Context: an optimization exercise on an open-source flow, tuned for small area. The choices shown serve that exercise and are no tape-out recipe.
In this exercise RTL edits were held to simulation tests only and were not proved equivalent to the original.
No activity file was given, so power comes from the tool's default toggle rates.

File: flow/design.v
module bubble_hit_test
#(
   parameter int NUM_SLOTS = 8,
   parameter int BASE_DIAM = 8
)(
   input  logic [NUM_SLOTS-1:0]           act,
   input  logic [NUM_SLOTS*3-1:0]         sizes,
   input  logic [NUM_SLOTS*11-1:0]        xs,
   input  logic [NUM_SLOTS*11-1:0]        ys,
   input  logic [10:0]                    px,
   input  logic [10:0]                    py,
   output logic                           hit,
   output logic [$clog2(NUM_SLOTS)-1:0]   slot,
   output logic [2:0]                     size,
   output logic [10:0]                    off_x,
   output logic [10:0]                    off_y
);
   localparam int SW = $clog2(NUM_SLOTS);
   function automatic logic [11:0] diam(input logic [2:0] sz);
      diam = 12'(BASE_DIAM << sz);
   endfunction
   logic [2:0]  s_sz;
   logic [10:0] s_x, s_y;
   always_comb begin
      hit   = 1'b0;
      slot  = '0;
      size  = '0;
      off_x = '0;
      off_y = '0;
      s_sz  = '0;
      s_x   = '0;
      s_y   = '0;
      for (int i = NUM_SLOTS - 1; i >= 0; i--) begin
         s_sz = sizes[i*3 +: 3];
         s_x  = xs[i*11 +: 11];
         s_y  = ys[i*11 +: 11];
         if (act[i] &&
             px >= s_x &&
             py >= s_y &&
             {1'b0, px} < {1'b0, s_x} + diam(s_sz) &&
             {1'b0, py} < {1'b0, s_y} + diam(s_sz)) begin
            hit   = 1'b1;
            slot  = SW'(i);
            size  = s_sz;
            off_x = px - s_x;
            off_y = py - s_y;
         end
      end
   end
endmodule
module bubble_pool
#(
   parameter int NUM_SLOTS = 8,
   parameter int MAX_SIZE  = 3,
   parameter int BASE_DIAM = 8,
   parameter int SCREEN_W  = 640,
   parameter int FLOOR_Y   = 440,
   parameter int X_SPEED   = 2,
   parameter int GRAVITY   = 1
)(
   input  logic                          clk,
   input  logic                          reset,
   input  logic                          startOfFrame,
   input  logic                          spawn_valid,
   output logic                          spawn_ready,
   input  logic [2:0]                    spawn_size,
   input  logic [10:0]                   spawn_x,
   input  logic [10:0]                   spawn_y,
   input  logic                          spawn_dir,
   input  logic                          hit_valid,
   input  logic [$clog2(NUM_SLOTS)-1:0]  hit_slot,
   input  logic [10:0]                   pixelX,
   input  logic [10:0]                   pixelY,
   output logic                          drawingRequest,
   output logic [$clog2(NUM_SLOTS)-1:0]  drawSlot,
   output logic [2:0]                    drawSize,
   output logic [10:0]                   offsetX,
   output logic [10:0]                   offsetY,
   output logic [$clog2(NUM_SLOTS):0]    activeCount,
   output logic                          split,
   output logic                          allCleared
);
   localparam int SW = $clog2(NUM_SLOTS);
   localparam logic [SW-1:0] LAST = SW'(NUM_SLOTS - 1);
   localparam logic signed [12:0] XS    = 13'(X_SPEED);
   localparam logic signed [12:0] WALL  = 13'(SCREEN_W);
   localparam logic signed [12:0] FLOOR = 13'(FLOOR_Y);
   localparam logic signed [8:0]  GR    = 9'(GRAVITY);
   localparam logic signed [7:0]  SPLIT_VY = -8'sd16;
   localparam logic [1:0] S_IDLE   = 2'd0;
   localparam logic [1:0] S_UPDATE = 2'd1;
   localparam logic [1:0] S_SPLIT  = 2'd2;
   localparam logic [1:0] S_DONE   = 2'd3;
   function automatic logic [11:0] diam(input logic [2:0] sz);
      diam = 12'(BASE_DIAM << sz);
   endfunction
   function automatic logic signed [7:0] bounce_vy(input logic [2:0] sz);
      bounce_vy = -(8'sd12 + $signed({3'b000, sz, 2'b00}));
   endfunction
   logic [NUM_SLOTS-1:0]      s_act,  n_act;
   logic [NUM_SLOTS-1:0]      s_pend, n_pend;
   logic [NUM_SLOTS-1:0]      s_dir,  n_dir;
   logic [NUM_SLOTS*3-1:0]    s_size, n_size;
   logic [NUM_SLOTS*11-1:0]   s_x,    n_x;
   logic [NUM_SLOTS*11-1:0]   s_y,    n_y;
   logic [NUM_SLOTS*8-1:0]    s_vy,   n_vy;
   logic [NUM_SLOTS-1:0] fresh, fresh_nxt;
   logic [1:0]        state, state_nxt;
   logic [SW-1:0]     idx, idx_nxt;
   logic [SW:0]       cnt, cnt_nxt;
   logic [SW-1:0]     free_idx;
   logic              free_any;
   logic              frozen, busy, hit_ok, advance, spawn_fire;
   logic              c_act, c_pend, c_dir;
   logic [2:0]        c_size, c_size_m1, sp_size;
   logic [10:0]       c_x, c_y;
   logic signed [7:0] c_vy;
   logic              m_dir;
   logic [10:0]       m_x, m_y;
   logic signed [7:0] m_vy;
   logic              do_move, do_pop, do_split;
   logic signed [12:0] dm, nx, ny;
   logic signed [8:0] vs;
   logic signed [7:0] vn;
   logic              h_hit;
   logic [SW-1:0]     h_slot;
   logic [2:0]        h_size;
   logic [10:0]       h_ox, h_oy;
   assign frozen = 1'b0;
   always_comb begin
      free_any = 1'b0;
      free_idx = '0;
      for (int i = NUM_SLOTS - 1; i >= 0; i--) begin
         if (!s_act[i]) begin
            free_any = 1'b1;
            free_idx = SW'(i);
         end
      end
   end
   always_comb begin
      cnt = '0;
      for (int i = 0; i < NUM_SLOTS; i++)
         cnt = cnt + {{SW{1'b0}}, s_act[i]};
   end
   always_comb begin
      c_act  = s_act[idx];
      c_pend = s_pend[idx];
      c_dir  = s_dir[idx];
      c_size = s_size[idx*3 +: 3];
      c_x    = s_x[idx*11 +: 11];
      c_y    = s_y[idx*11 +: 11];
      c_vy   = s_vy[idx*8 +: 8];
   end
   assign c_size_m1   = c_size - 3'd1;
   assign busy        = (state == S_UPDATE) || (state == S_SPLIT);
   assign spawn_ready = !reset && (state == S_IDLE) && free_any;
   assign spawn_fire  = spawn_valid && spawn_ready;
   assign sp_size     = (spawn_size > 3'(MAX_SIZE)) ? 3'(MAX_SIZE) : spawn_size;
   assign hit_ok      = hit_valid &&
                        int'(hit_slot) < NUM_SLOTS &&
                        s_act[hit_slot] &&
                        !s_pend[hit_slot] &&
                        !(busy && hit_slot == idx);
   always_comb begin
      m_dir = c_dir;
      dm = $signed({1'b0, diam(c_size)});
      nx = c_dir ? $signed({2'b00, c_x}) + XS
                 : $signed({2'b00, c_x}) - XS;
      if (nx <= 13'sd0) begin
         m_x   = '0;
         m_dir = 1'b1;
      end else if (nx + dm >= WALL) begin
         m_x   = 11'(WALL - dm);
         m_dir = 1'b0;
      end else begin
         m_x = nx[10:0];
      end
      vs = $signed({c_vy[7], c_vy}) + GR;
      if (vs > 9'sd127)
         vn = 8'sd127;
      else if (vs < -9'sd127)
         vn = -8'sd127;
      else
         vn = vs[7:0];
      m_vy = vn;
      ny = $signed({2'b00, c_y}) + $signed({{5{vn[7]}}, vn});
      if (ny + dm >= FLOOR) begin
         m_y  = 11'(FLOOR - dm);
         m_vy = bounce_vy(c_size);
      end else if (ny < 13'sd0) begin
         m_y = '0;
      end else begin
         m_y = ny[10:0];
      end
   end
   always_comb begin
      state_nxt  = state;
      idx_nxt    = idx;
      cnt_nxt    = activeCount;
      split      = 1'b0;
      allCleared = 1'b0;
      advance    = 1'b0;
      do_move    = 1'b0;
      do_pop     = 1'b0;
      do_split   = 1'b0;
      case (state)
         S_IDLE: begin
            if (startOfFrame) begin
               state_nxt = S_UPDATE;
               idx_nxt   = '0;
            end
         end
         S_UPDATE: begin
            advance = 1'b1;
            if (c_act && !fresh[idx]) begin
               if (c_pend && c_size != 3'd0) begin
                  state_nxt = S_SPLIT;
                  advance   = 1'b0;
               end else if (c_pend) begin
                  do_pop = 1'b1;
                  split  = 1'b1;
               end else if (!frozen) begin
                  do_move = 1'b1;
               end
            end
         end
         S_SPLIT: begin
            advance  = 1'b1;
            split    = 1'b1;
            do_split = 1'b1;
         end
         default: begin
            cnt_nxt    = cnt;
            allCleared = (cnt == '0) && (activeCount != '0);
            state_nxt  = S_IDLE;
         end
      endcase
      if (advance) begin
         if (idx == LAST) begin
            state_nxt = S_DONE;
         end else begin
            state_nxt = S_UPDATE;
            idx_nxt   = idx + 1'b1;
         end
      end
   end
   always_comb begin
      n_act     = s_act;
      n_pend    = s_pend;
      n_dir     = s_dir;
      n_size    = s_size;
      n_x       = s_x;
      n_y       = s_y;
      n_vy      = s_vy;
      fresh_nxt = (state == S_DONE) ? '0 : fresh;
      for (int i = 0; i < NUM_SLOTS; i++) begin
         if (idx == SW'(i)) begin
            if (do_pop) begin
               n_act[i]          = 1'b0;
               n_pend[i]         = 1'b0;
               n_dir[i]          = 1'b0;
               n_size[i*3 +: 3]  = '0;
               n_x[i*11 +: 11]   = '0;
               n_y[i*11 +: 11]   = '0;
               n_vy[i*8 +: 8]    = '0;
            end
            if (do_move) begin
               n_dir[i]          = m_dir;
               n_x[i*11 +: 11]   = m_x;
               n_y[i*11 +: 11]   = m_y;
               n_vy[i*8 +: 8]    = m_vy;
            end
            if (do_split) begin
               n_size[i*3 +: 3]  = c_size_m1;
               n_dir[i]          = 1'b0;
               n_vy[i*8 +: 8]    = SPLIT_VY;
               n_pend[i]         = 1'b0;
            end
         end
         if (free_idx == SW'(i)) begin
            if (do_split && free_any) begin
               n_act[i]          = 1'b1;
               n_pend[i]         = 1'b0;
               n_size[i*3 +: 3]  = c_size_m1;
               n_x[i*11 +: 11]   = c_x;
               n_y[i*11 +: 11]   = c_y;
               n_dir[i]          = 1'b1;
               n_vy[i*8 +: 8]    = SPLIT_VY;
               fresh_nxt[i]      = 1'b1;
            end
            if (spawn_fire) begin
               n_act[i]          = 1'b1;
               n_pend[i]         = 1'b0;
               n_size[i*3 +: 3]  = sp_size;
               n_x[i*11 +: 11]   = spawn_x;
               n_y[i*11 +: 11]   = spawn_y;
               n_dir[i]          = spawn_dir;
               n_vy[i*8 +: 8]    = 8'sd0;
            end
         end
         if (hit_ok && hit_slot == SW'(i))
            n_pend[i] = 1'b1;
      end
   end
   bubble_hit_test #(
      .NUM_SLOTS (NUM_SLOTS),
      .BASE_DIAM (BASE_DIAM)
   ) u_hit (
      .act   (s_act),
      .sizes (s_size),
      .xs    (s_x),
      .ys    (s_y),
      .px    (pixelX),
      .py    (pixelY),
      .hit   (h_hit),
      .slot  (h_slot),
      .size  (h_size),
      .off_x (h_ox),
      .off_y (h_oy)
   );
   always_ff @(posedge clk or posedge reset) begin
      if (reset) begin
         state          <= S_IDLE;
         idx            <= '0;
         fresh          <= '0;
         activeCount    <= '0;
         drawingRequest <= 1'b0;
         drawSlot       <= '0;
         drawSize       <= '0;
         offsetX        <= '0;
         offsetY        <= '0;
         s_act          <= '0;
         s_pend         <= '0;
         s_dir          <= '0;
         s_size         <= '0;
         s_x            <= '0;
         s_y            <= '0;
         s_vy           <= '0;
      end else begin
         state          <= state_nxt;
         idx            <= idx_nxt;
         fresh          <= fresh_nxt;
         activeCount    <= cnt_nxt;
         drawingRequest <= h_hit;
         drawSlot       <= h_slot;
         drawSize       <= h_size;
         offsetX        <= h_ox;
         offsetY        <= h_oy;
         s_act          <= n_act;
         s_pend         <= n_pend;
         s_dir          <= n_dir;
         s_size         <= n_size;
         s_x            <= n_x;
         s_y            <= n_y;
         s_vy           <= n_vy;
      end
   end
endmodule
File: flow/run.sh
#!/bin/bash
# synth_recipe.tcl (not shown) runs the flow's synth.tcl, then flattens the netlist and writes it again
# the make line also repeats each setting of config.mk as NAME=value (left out here)
make -C /OpenROAD-flow-scripts/flow DESIGN_CONFIG=/design/flow/config.mk WORK_HOME=/design/flow/orfs CLKGATE_MAP_FILE= SYNTH_SCRIPT=/design/flow/synth_recipe.tcl finish
File: flow/config.mk
export PLATFORM = sky130hd
export DESIGN_NAME = bubble_pool
export DESIGN_NICKNAME = bubble_pool
export VERILOG_FILES = /design/flow/design.v
export SDC_FILE = /design/flow/constraint.sdc
export NUM_CORES = 4
export LEC_CHECK = 0
export CAP_MARGIN = 20
export CORE_MARGIN = 2
export CORE_UTILIZATION = 40
export SLEW_MARGIN = 20
File: flow/constraint.sdc
create_clock -name core_clock -period 10.0 [get_ports {clk}]
set_input_delay 2.0000 -clock core_clock [delete_from_list [all_inputs] [get_ports {clk}]]
set_output_delay 2.0000 -clock core_clock [all_outputs]
set_load 0.01 [all_outputs]
==> out/metrics.yaml <==
floorplanning:
  die_x_um: 319
  die_y_um: 319
  io_pins: 92
  rows: 115
  coreArea_um2: 98300
  initial_utilization: 0.403
  die_area_um2: 102000
final_layout:
  final_nets: 5511
  area_delta_synth_final_pct: 9.90
  drive_gt1_frac: 0.0661
  fin_area_um2: 43500
  final_util: 0.443
  layoutNonFillerInstCount: 6256
placement:
  dp.cells: 6174
  place.gp.congestion: 1.07
  dp_slack_ns: 1.79
  hpwl_um: 157000
  portBuffers: 91
  post_dp_cell_area_um2: 42100
cts:
  root_buffer: "clkbuf_16"
  cts_resized: 0
  postCtsSetupRepairBufs: 0
  clk_pin_slew_worst_paths_ns: 0.06
  insertion_delay_ns: 0.64
  htreeDepth: 2
  clock_path_buffers: 3
  cts_hold_buf: 0
  cts_buffers: 41
  cts_tree: "built"
  cts.sinks: 334
pwr:
  finalPower_mw: 18.9
  p_leak_nw: 18.5
  p_per_area_nw_per_um2: 435
  irDropWorstVdd_uv: 350
global_route:
  grt-ovfl-total: 0
  grtUsageMet3: 0.107
  grtUsageMet2: 0.562
  antenna_found_initial: 17
  grt_busiest_layer: "met2"
  grt_max_degree: 75
  grt_pass1_wl_um: 287000
  grt_usage: 0.389
  grt_use_met1: 0.502
  grt_pass1_vias: 39500
critical_path:
  crit_family: "compound AO/OA/AOI/OAI gates"
  max_stage_delay_ns: 0.95
  crit_fanout: 43
  required_ns: 10.47
  setup.worst_path.start_class: "register"
  critPathBufInv: 3
  critPathCaptureType: "register"
  critPathKind: "register to register"
  cpMostUsedCell: "o21ai_0"
  worstPathArrival_ns: 8.86
  cp_slowest_cell: "dfrtp_4"
logic_synthesis:
  synth_top_area_frac: 0.211
  yosysMostFrequentCell: "nand2_1"
  synthesis.area_um2: 39600
  synth_cell_type_count: 98
  seq_area_frac_synth: 0.211
  ys.warnings.count: 2
  synth_largest_area_cell: "dfrtp_1"
  synthTopCellsByCount: "nand2_1, ha_1, inv_1"
  yosys_register_bits: 334
  synth.net_count: 5495
  syn_area_per_cell_um2: 8.06
  synth-edff-count: 0
  ys_top_cells_by_area: "dfrtp_1, ha_1, nand2_1, mux4_2, a21oi_1"
  ys.flop_type: "dfrtp_1"
  syn_inst: 4916
  async_flop_share: 1.00
routing:
  vias: 42400
  ant_nets: 0
  drcViolationCount: 0
  drt_wl_total_um: 203000
  firstDrtPassIters: 6
  detail_route.wl_per_cell_um: 32.5
  first_iter_violations: 6677
  vias_per_cell: 6.78
flow_run:
  drv_cap: 0
timing:
  fin_setup_tns_ns: 0
  tightest_slew_ns: 1.21
  grt_setup_unrepaired: "false"
  finalMaxSlewViolations: 0
  whs_ns: 0.537
  max_slew_margin: 0.190
  fin_worst_skew_ns: 0.0487
  setup_ws_ns: 1.62
  period_minus_slack_ns: 8.38
  timing.fmax_mhz: 119
  hold_viol_final: 0
  setup_viol_count_final: 0
  finalCritPeriodShare: 0.838
min_path:
  hold_class: "register to register"
status:
  status: "complete, no violations"
## worst register-to-register path: cells and delay by family (launching register included)
kind | cells | cell delay, ns
xor+xnor | 1 | 0.18
buf+inv | 3 | 0.81
compound gates | 13 | 4.21
simple gates | 4 | 0.85
flops | 1 | 0.95
fa+ha+maj | 3 | 0.84
mux | 1 | 0.39
## layout make-up
| type | count | area, µm² |
|---|---|---|
| flip-flops and latches | 334 | 8370 |
| inverters | 365 | 1370 |
| clock buffers | 61 | 1160 |
| multi-input cells | 4000 | 29100 |
| clock inverters | 11 | 214 |
| well taps | 1287 | 1610 |
| repair buffers | 190 | 1660 |
| fillers | 9864 | 54700 |
| diodes | 8 | 20.0 |
## path summary, 6_finish.rpt
check	cells after the start	startpoint	end	slack, ns
min in group asynchronous	3	reset	activeCount[1]	1.86
max in group asynchronous	5	reset	idx[0]	5.98
worst min-delay path	2	s_pend[3]	s_pend[3]	0.54
worst max register to register	25	idx[0]	s_y[18]	1.62
worst min register to register	2	s_pend[3]	s_pend[3]	0.54
worst max-delay path	25	idx[0]	s_y[18]	1.62
## metal layers
metal  share of wire  wire length (µm)
met2            0.41             82500
met3            0.13             26200
met4           0.084             17100
met5         0.00036                74
met1            0.38             77400
## sequential cells by signal, summed over array words and instances, names as in the netlist
register        count
drawSize            3
s_dir               8
drawSlot            3
drawingRequest      1
offsetX            11
idx                 3
s_pend              8
activeCount         4
fresh               8
s_size             24
offsetY            11
s_act               8
s_vy               64
s_x                88
s_y                88
state               2
## where the power goes
part | switching, mW | internal (mW) | total, mW
registers | 1.25 | 1.87 | 3.12
clock network | 0.691 | 0.913 | 1.60
logic | 9.10 | 5.11 | 14.2
## layout by cell type (no fill, tap or decap), types with 51 or more instances in the layout
cell type        synthesis  routed
nand2_1                562     557
ha_1                   484     484
inv_1                  361     360
dfrtp_1                334     331
nor2_1                 296     289
a21oi_1                288     288
o21ai_0                263     262
nor3_1                 141     139
xnor2_1                136     136
a32oi_1                136     136
o21ai_1                137     134
nand3_1                105     104
buf_4                    5      97
nand2b_1                91      91
o21a_1                  90      90
clkdlybuf4s50_1          0      90
a21o_1                  87      87
xor2_1                  76      76
a22oi_1                 71      71
mux4_2                  66      66
nor2b_1                 70      66
a211oi_1                59      59
mux2i_1                 57      57
o211ai_1                55      55
o22ai_1                 51      51
## cell families after synthesis
logic type / share of synthesized area
xor+xnor: 0.0473
mux: 0.0574
simple gates: 0.184
buf+inv: 0.0570
fa+ha+maj: 0.173
flops: 0.211
compound gates: 0.271

==> re-timing with driven ports <==
In the flow no input, the clock included, has a driving cell. The finished layout below was timed again as built, in two steps. Step 1: set_driving_cell puts a clkbuf_16 on clk and a buf_2 on each other input, an assumption about the parent block. Step 2, shift: input delay + t, output delay - t, t = (earliest + latest rising clock arrival at the registers) / 2. This alone moves slack from input paths to output paths. Three values: ideal, step 1, step 2; two values: the first two.
shift t [ns]: 0.690
setup WS [ns]: 1.615 / 1.615 / 1.615
worst setup path after step 2: register to register
After both steps setup and hold are still met in this run. For this run, drivers alone change the setup slack by 0.000 ns; drivers and shift together by 0.000 ns.
